From an optimization exercise on the open Yosys and OpenROAD flow, aimed at small area and a short achievable clock period; shortcuts taken in it are not production practice. At most, simulation tests tie the RTL to the original design; equivalence was not proved. The flow treats the clock pin as an ideal source, which a real chip does not have. No activity file was given, so power comes from the tool's default toggle rates.

Setup of lagoon:
// mips_exec_stage
module mips_exec_stage
#(
  parameter logic [31:0] EXCEPT_VEC = 32'h8000_0000
)
(
  input  logic                  clk,
  input  logic                  rst_n,
  input  logic                  instr_valid,
  input  logic [WORD_W-1:0]     instr,
  input  logic [WORD_W-1:0]     rs_data,
  input  logic [WORD_W-1:0]     rt_data,
  input  logic [PC_W-1:0]       pc_crnt,
  input  logic [PC_W-1:0]       pc_next,
  input  logic                  cause_bd,
  input  logic                  exl,
  output logic                  greg_wen,
  output logic [REG_ADDR_W-1:0] greg_waddr,
  output logic [WORD_W-1:0]     greg_wdata,
  output logic                  pcreg_wen,
  output logic [PC_W-1:0]       pcreg_wdata,
  output logic                  exception,
  output logic                  cause_wen,
  output logic [3:0]            cause_excode,
  output logic                  epc_wen,
  output logic [WORD_W-1:0]     epc_data
);
  logic                  imm_op;
  logic                  imm_sext;
  logic                  sub;
  logic                  sh_var;
  logic                  sh_left;
  logic                  sh_arith;
  logic [1:0]            lop;
  logic                  sel_sum;
  logic                  sel_logic;
  logic                  sel_less;
  logic                  less_uns;
  logic                  sel_sll;
  logic                  sel_sr;
  logic                  sel_lui;
  logic                  sel_link;
  logic                  br_r;
  ...
For scale: about 2000 cells after synthesis, about 73 flip-flops, roughly 12000 um^2 of cells after synthesis.
export LEC_CHECK = 0
export ABC_AREA = 1
export CAP_MARGIN = 20
export CORE_MARGIN = 2
export CORE_UTILIZATION = 50
export PLACE_DENSITY = 0.75
export SETUP_SLACK_MARGIN = 3.25
export SLEW_MARGIN = 20
export BUFFER_PORTS_ARGS = -buffer_cell sky130_fd_sc_hd__buf_1
create_clock -name core_clock -period 8.0 [get_ports {clk}]
standard.sh (not shown) runs the stock make flow with config.mk's settings and CLKGATE_MAP_FILE= SYNTH_SCRIPT=/design/flow/synth_recipe.tcl, a recipe that flattens the netlist after the stock synthesis.
==> flow/flow/run.sh <==
#!/bin/bash
set -e
echo "export BUFFER_PORTS_ARGS = -buffer_cell sky130_fd_sc_hd__buf_1" >> config.mk
export BUFFER_PORTS_ARGS="-buffer_cell sky130_fd_sc_hd__buf_1"
bash standard.sh > standard.log 2>&1
lagoon: PASS, flow complete, no timing, DRC or antenna violations
Edits applied to the flow inputs when going from lagoon to xenon:
==> flow/config.mk <==
export PLATFORM = sky130hd
export DESIGN_NAME = mips_exec_stage
export DESIGN_NICKNAME = mips_exec_stage
export VERILOG_FILES = /design/flow/design.v
export SDC_FILE = /design/flow/constraint.sdc
export NUM_CORES = 4
export LEC_CHECK = 0
export CAP_MARGIN = 20
export CORE_MARGIN = 2
export CORE_UTILIZATION = 60
export PLACE_DENSITY = 0.75
export SETUP_SLACK_MARGIN = 3.0
export SLEW_MARGIN = 20
export BUFFER_PORTS_ARGS = -buffer_cell sky130_fd_sc_hd__buf_1
### Flow results
Comparing xenon and lagoon, the lower setup slack was measured on xenon. Compared with lagoon, xenon shows a lower worst hold slack. [xenon] net switching fraction of the power rose 0.23 points relative to lagoon. Going from lagoon to xenon, the die area was shrunk.
Input changes introduced in ember (baseline for comparison: xenon):
==> flow/flow/run.sh <==
#!/bin/bash
set -euo pipefail
here=$(pwd)
sed -e "s#SYNTH_SCRIPT=#BUFFER_PORTS_ARGS='-buffer_cell sky130_fd_sc_hd__buf_1' POST_CTS_TCL=$here/flow/post_cts.tcl SYNTH_SCRIPT=#" standard.sh > flow_standard.sh
grep -q "POST_CTS_TCL=$here/flow/post_cts.tcl" flow_standard.sh
bash flow_standard.sh > standard.log 2>&1
==> flow/flow/post_cts.tcl (new file) <==
# A second timing repair pass after CTS, with the same settings as the first,
# then legalise the placement again.
repair_timing_helper
detailed_placement
check_placement -verbose
==> flow/config.mk <==
export PLATFORM = sky130hd
export DESIGN_NAME = mips_exec_stage
export DESIGN_NICKNAME = mips_exec_stage
export VERILOG_FILES = /design/flow/design.v
export SDC_FILE = /design/flow/constraint.sdc
export NUM_CORES = 4
export LEC_CHECK = 0
export CAP_MARGIN = 20
export CORE_MARGIN = 2
export CORE_UTILIZATION = 50
export PLACE_DENSITY = 0.75
export SETUP_SLACK_MARGIN = 3.0
export SLEW_MARGIN = 20
- For ember, the slowest cell on the critical path was ha_2, unlike xenon, where it was fa_2.
- [compare] base=xenon new=ember: final cell count went up, number of antenna violations at the first check in global routing dropped 2, post-route worst hold slack went up 13 ps, per-cell via count in the routed design has decreased.

========
== v14 ==
Another version of the RTL of mips_exec_stage (not shown whole).
For scale: roughly 1400 cells after synthesis, about 73 flip-flops, ~270 I/O pins.
make LEC_CHECK=0 CAP_MARGIN=20 CORE_MARGIN=2 CORE_UTILIZATION=25 SLEW_MARGIN=20 finish   # period 8.0 ns
run.sh (not shown) runs the stock make flow with config.mk's settings and CLKGATE_MAP_FILE= SYNTH_SCRIPT=/design/flow/synth_recipe.tcl, a recipe that flattens the netlist after the stock synthesis.
Stock flow here: none of the scripts above is used.
v14 reached the end of the flow, and the finished layout is clean on the timing, design-rule and antenna checks.
## Diff of input files: v57 against v14
# v14
export LEC_CHECK = 0
export CAP_MARGIN = 20
export CORE_MARGIN = 2
export CORE_UTILIZATION = 25
export SLEW_MARGIN = 20
create_clock -name core_clock -period 8.0 [get_ports {clk}]
# v57
export LEC_CHECK = 0
export CAP_MARGIN = 20
export CORE_MARGIN = 2
export CORE_UTILIZATION = 25
export SETUP_SLACK_MARGIN = 4
export SLEW_MARGIN = 20
export BUFFER_PORTS_ARGS = -buffer_cell sky130_fd_sc_hd__buf_1
create_clock -name core_clock -period 8.0 [get_ports {clk}]
==> flow/flow/run.sh (new file) <==
#!/bin/bash
set -e
echo "export BUFFER_PORTS_ARGS = -buffer_cell sky130_fd_sc_hd__buf_1" >> config.mk
export BUFFER_PORTS_ARGS="-buffer_cell sky130_fd_sc_hd__buf_1"
bash standard.sh > standard.log 2>&1
==> flow/standard.sh (new file) <==
#!/bin/bash
# synth_recipe.tcl (not shown) runs the flow's synth.tcl, then flattens the netlist and writes it again
# the make line also repeats each setting of config.mk as NAME=value (left out here)
make -C /OpenROAD-flow-scripts/flow DESIGN_CONFIG=/design/flow/config.mk WORK_HOME=/design/flow/orfs CLKGATE_MAP_FILE= SYNTH_SCRIPT=/design/flow/synth_recipe.tcl "${@:-finish}"
removed: flow/run.sh
Notes after the runs:
Delta (v57 minus v14): routed wire length now smaller, global-route wire length before repair now smaller. v14 ended up with sky130_fd_sc_hd__clkdlybuf4s50_1 as its most frequent standard cell in the layout excluding fill and tap cells; v57 ended up with sky130_fd_sc_hd__buf_1. Relative to v14, total design power has gone up in v57. v14 has lower setup slack than v57. On v57: post-cts repair resize count is 145 higher than what v14 gave. Summary of v57 over v14: slew at the pin closest to its max-slew limit -0.074 ns, internal power contribution -0.036 mW, sequential cell power ~0 delta, final design area excluding fillers +2.4%.
> inputs changed (v57 -> v45)
# v57
export LEC_CHECK = 0
export CAP_MARGIN = 20
export CORE_MARGIN = 2
export CORE_UTILIZATION = 25
export SETUP_SLACK_MARGIN = 4
export SLEW_MARGIN = 20
export BUFFER_PORTS_ARGS = -buffer_cell sky130_fd_sc_hd__buf_1
create_clock -name core_clock -period 8.0 [get_ports {clk}]
# v45
export LEC_CHECK = 0
export ABC_AREA = 1
export CAP_MARGIN = 20
export CORE_MARGIN = 2
export CORE_UTILIZATION = 25
export SLEW_MARGIN = 20
create_clock -name core_clock -period 8.0 [get_ports {clk}]
==> flow/run.sh (new file) <==
#!/bin/bash
# synth_recipe.tcl (not shown) runs the flow's synth.tcl, then flattens the netlist and writes it again
# the make line also repeats each setting of config.mk as NAME=value (left out here)
make -C /OpenROAD-flow-scripts/flow DESIGN_CONFIG=/design/flow/config.mk WORK_HOME=/design/flow/orfs CLKGATE_MAP_FILE= SYNTH_SCRIPT=/design/flow/synth_recipe.tcl finish
removed: flow/flow/run.sh
removed: flow/standard.sh
Findings:
v45 vs v57: wire length on met3 up
i_commit.g_merge.wdata_q[22]$_DFF_P_ as the endpoint of the most critical setup path was reported by v45, and i_commit.g_merge.wdata_q[17]$_DFF_P_ by v57.
Looking at post-synthesis instance area across v45 and v57, the one that comes out lower is v57.
[v45] power fell about 1.6% relative to v57
Lower static leakage power goes to v57 over v45.
Diff v57 -> v45: number of hold violations in the final report held, initial cell density of the core held.
Final cell utilization of the core: v45 vs v57 down 2.1 points
## Diff of input files: v52 against v45
# v45
export LEC_CHECK = 0
export ABC_AREA = 1
export CAP_MARGIN = 20
export CORE_MARGIN = 2
export CORE_UTILIZATION = 25
export SLEW_MARGIN = 20
create_clock -name core_clock -period 8.0 [get_ports {clk}]
# v52
export LEC_CHECK = 0
export CAP_MARGIN = 20
export CORE_MARGIN = 2
export CORE_UTILIZATION = 25
export SETUP_SLACK_MARGIN = 2.5
export SLEW_MARGIN = 20
export BUFFER_PORTS_ARGS = -buffer_cell sky130_fd_sc_hd__buf_1
create_clock -name core_clock -period 8.0 [get_ports {clk}]
==> flow/flow/run.sh (new file) <==
#!/bin/bash
set -e
echo "export BUFFER_PORTS_ARGS = -buffer_cell sky130_fd_sc_hd__buf_1" >> config.mk
export BUFFER_PORTS_ARGS="-buffer_cell sky130_fd_sc_hd__buf_1"
bash standard.sh > standard.log 2>&1
==> flow/standard.sh (new file) <==
#!/bin/bash
# synth_recipe.tcl (not shown) runs the flow's synth.tcl, then flattens the netlist and writes it again
# the make line also repeats each setting of config.mk as NAME=value (left out here)
make -C /OpenROAD-flow-scripts/flow DESIGN_CONFIG=/design/flow/config.mk WORK_HOME=/design/flow/orfs CLKGATE_MAP_FILE= SYNTH_SCRIPT=/design/flow/synth_recipe.tcl "${@:-finish}"
removed: flow/run.sh
### Flow results
- Against v45 as the reference, v52 delivers a lower wire length of the first global-routing pass.
- Of v45 and v52, v45 shows the lower combinational cell fraction of total power, with v52 above it.
- v52 vs. v45: worst-case setup margin in the final layout went up by 0.95 ns.
- Relative to v45, the critical path depth of v52 is lower by about 16%.
- The maximum operating frequency of v52 was superior to that of v45.
- Of v45 and v52, v45 shows the higher number of clock buffers in the layout, with v52 below it.
[inputs] v21 vs v52
# v52
export LEC_CHECK = 0
export CAP_MARGIN = 20
export CORE_MARGIN = 2
export CORE_UTILIZATION = 25
export SETUP_SLACK_MARGIN = 2.5
export SLEW_MARGIN = 20
export BUFFER_PORTS_ARGS = -buffer_cell sky130_fd_sc_hd__buf_1
create_clock -name core_clock -period 8.0 [get_ports {clk}]
# v21
export LEC_CHECK = 0
export CAP_MARGIN = 20
export CORE_MARGIN = 2
export CORE_UTILIZATION = 25
export SLEW_MARGIN = 20
export BUFFER_PORTS_ARGS = -buffer_cell sky130_fd_sc_hd__buf_1
create_clock -name core_clock -period 8.0 [get_ports {clk}]
### Flow results
v21 packs its core looser than v52.
Summary: with v52 as the reference, final net count in v21 moved down by a few percent.
From v52 to v21 the numbers moved as follows: cell area after synthesis flat, wire length the detailed router placed on met1 fell by about 0.9%.
STATUS worst slack at placement: v21 wins against v52
The clock share of power in v21 was higher than what v52 gave.
v21: power lower than v52
Number of library cell types mapped by synthesis: v52 vs v21 identical
Compared with v52, v21 shows a higher period utilization.
Total buffers and inverters traversed by the critical path: v52 and v21 compared, higher one is v52
Total length of routed met3 wires ends up lower on v21.
Function was not checked in any run of this note: the RTL went through the layout flow alone.

========
job 1241:
Another version of the RTL of mips_exec_stage (not shown whole).
Size in the first run: roughly 1600 cells after synthesis, ~73 flip-flops, about 12000 µm² of cells after synthesis.
==> flow/design.v (excerpt) <==
module mips_exec_stage
#(
  parameter logic [31:0] EXCEPT_VEC = 32'h8000_0000
)
(
  input  logic                  clk,
  input  logic                  rst_n,
  input  logic                  instr_valid,
  input  logic [WORD_W-1:0]     instr,
  input  logic [WORD_W-1:0]     rs_data,
  input  logic [WORD_W-1:0]     rt_data,
  input  logic [PC_W-1:0]       pc_crnt,
  input  logic [PC_W-1:0]       pc_next,
  input  logic                  cause_bd,
  input  logic                  exl,
  output logic                  greg_wen,
  output logic [REG_ADDR_W-1:0] greg_waddr,
  output logic [WORD_W-1:0]     greg_wdata,
  output logic                  pcreg_wen,
  output logic [PC_W-1:0]       pcreg_wdata,
  output logic                  exception,
  output logic                  cause_wen,
  output logic [3:0]            cause_excode,
  output logic                  epc_wen,
  output logic [WORD_W-1:0]     epc_data
);
clock: 8.0 ns
lec_check: 0
cap_margin: 20
core_margin: 2
core_utilization: 50
place_density: 0.75
setup_slack_margin: 3.0
slew_margin: 20
buffer_ports_args: -buffer_cell sky130_fd_sc_hd__buf_1
standard.sh (not shown) runs the stock make flow with config.mk's settings and CLKGATE_MAP_FILE= SYNTH_SCRIPT=/design/flow/synth_recipe.tcl, a recipe that flattens the netlist after the stock synthesis.
==> flow/flow/run.sh <==
#!/bin/bash
set -e
echo "export BUFFER_PORTS_ARGS = -buffer_cell sky130_fd_sc_hd__buf_1" >> config.mk
export BUFFER_PORTS_ARGS="-buffer_cell sky130_fd_sc_hd__buf_1"
bash standard.sh > standard.log 2>&1
Job 1241 did not stop at any stage, and its layout met the timing, design-rule and antenna checks.
### job 1241 -> job 3428
==> flow/config.mk <==
export PLATFORM = sky130hd
export DESIGN_NAME = mips_exec_stage
export DESIGN_NICKNAME = mips_exec_stage
export VERILOG_FILES = /design/flow/design.v
export SDC_FILE = /design/flow/constraint.sdc
export NUM_CORES = 4
export LEC_CHECK = 0
export ABC_AREA = 1
export CAP_MARGIN = 20
export CORE_MARGIN = 2
export CORE_UTILIZATION = 50
export PLACE_DENSITY = 0.75
export SETUP_SLACK_MARGIN = 3.25
export SLEW_MARGIN = 20
export BUFFER_PORTS_ARGS = -buffer_cell sky130_fd_sc_hd__buf_1
--- outcome ---
Changes observed in job 3428 relative to job 1241: fmax increased 9.7%; die area now smaller; detail-routed net length per standard cell went down; initial antenna violation count went up 1. Every run in the comparison, job 1241 and job 3428, completed the flow with a clean layout.
--- input diff job 3428..job 8118 ---
-- flow/config.mk --
<<< job 3428, line 11
export CORE_UTILIZATION = 50
export PLACE_DENSITY = 0.75
export SETUP_SLACK_MARGIN = 3.25
export SLEW_MARGIN = 20
export BUFFER_PORTS_ARGS = -buffer_cell sky130_fd_sc_hd__buf_1
>>> job 8118, line 11
export CORE_UTILIZATION = 50
export PLACE_DENSITY = 0.75
export SETUP_SLACK_MARGIN = 3.0
export SLEW_MARGIN = 20
export BUFFER_PORTS_ARGS = -buffer_cell sky130_fd_sc_hd__buf_1
## What came out
Summary of job 8118 over job 3428: detailed placer's ending HPWL rose 690 µm; wire length on met2 fell by about 1.6%; horizontal die dimension closely matched the old numbers; worst setup slack lower; post-CTS clock slew at the launch and capture registers of the worst setup and hold paths now sits higher.
Fmax for job 8118 is lower than for job 3428.
Of job 3428 and job 8118, job 8118 shows the lower final wirelength, with job 3428 above it.
Part of the power in combinational logic essentially unchanged between job 3428 and job 8118.
Compared with job 3428, job 8118 ends up with a smaller final cell area.
### job 8118 -> job 3216
-- flow/config.mk --
<<< job 8118, line 11
export CORE_UTILIZATION = 50
export PLACE_DENSITY = 0.75
export SETUP_SLACK_MARGIN = 3.0
export SLEW_MARGIN = 20
export BUFFER_PORTS_ARGS = -buffer_cell sky130_fd_sc_hd__buf_1
>>> job 3216, line 11
export CORE_UTILIZATION = 50
export PLACE_DENSITY = 0.75
export SETUP_SLACK_MARGIN = 3.5
export SLEW_MARGIN = 20
export BUFFER_PORTS_ARGS = -buffer_cell sky130_fd_sc_hd__buf_1
==> run notes <==
- Routing usage on met2 was higher in the run labelled job 3216.
- Area overhead of the layout relative to synthesis: job 3216 vs job 8118 up 8.3 points
- met2 wire length ends up higher on job 3216.
- Area occupied by multi-input gates: job 3216 and job 8118 compared, lower one is job 8118
- Job 3216: static leakage is 6.4% higher than what job 8118 reported.
- Max freq job 8118 -> job 3216: improved
- On non-clock buffer count, the higher figure sits with job 3216, not job 8118.
- Final wirelength (job 3216 over job 8118): increase, 2500 µm
- Critical path startpoint = instr[9]: job 8118; critical path startpoint = instr[0]: job 3216
- Comparing job 3216 against job 8118, there is no change at all in number of flops mapped to enable cells by yosys.
- [compare] base=job 8118 new=job 3216: finished layout cell area rose by about 7%; number of antenna violations at the first check in global routing rose by 2.

-- what the ideal ports hide --
The flow's constraints put no driver on any port. The routed layouts listed below were extracted and timed again, unchanged, in two steps.
Step 1 (the two cells are an assumption about what drives the block):
set clk [get_ports {clk}]
set_driving_cell -lib_cell sky130_fd_sc_hd__clkbuf_16 $clk
set_driving_cell -lib_cell sky130_fd_sc_hd__buf_2 [delete_from_list [all_inputs] $clk]
Step 2 also shifts input and output timing later by t, the mid clock arrival at the registers, as if the neighbouring blocks saw the same clock.
a / b / c = no drivers / after step 1 / after step 2; a / b = the first two.
run | t (ns) | setup slack, ns | worst data-port slew with drivers (ns) | cell pins on the clock port's net
lagoon | 0.408 | 3.337 / 3.332 / 2.924 | 0.06 | 1
xenon | 0.423 | 3.047 / 3.045 / 2.621 | 0.07 | 1
ember | 0.410 | 3.076 / 3.084 / 2.674 | 0.06 | 1
v14 | 0.402 | 1.331 / 1.335 / 0.933 | 0.06 | 1
v57 | 0.403 | 2.528 / 2.521 / 2.118 | 0.09 | 1
v45 | 0.401 | 1.612 / 1.610 / 1.209 | 0.08 | 1
v52 | 0.399 | 2.562 / 2.572 / 2.173 | 0.06 | 1
v21 | 0.409 | 1.462 / 1.485 / 1.076 | 0.07 | 1
job 1241 | 0.408 | 2.944 / 2.866 / 2.457 | 0.12 | 1
job 3428 | 0.398 | 3.389 / 3.397 / 2.999 | 0.07 | 1
job 8118 | 0.402 | 3.118 / 3.136 / 2.733 | 0.07 | 1
job 3216 | 0.402 | 3.531 / 3.545 / 3.142 | 0.07 | 1
After both steps every run listed still meets setup and hold. For job 1241, which loses most, drivers alone change the setup slack by -0.078 ns; drivers and shift together by -0.487 ns.
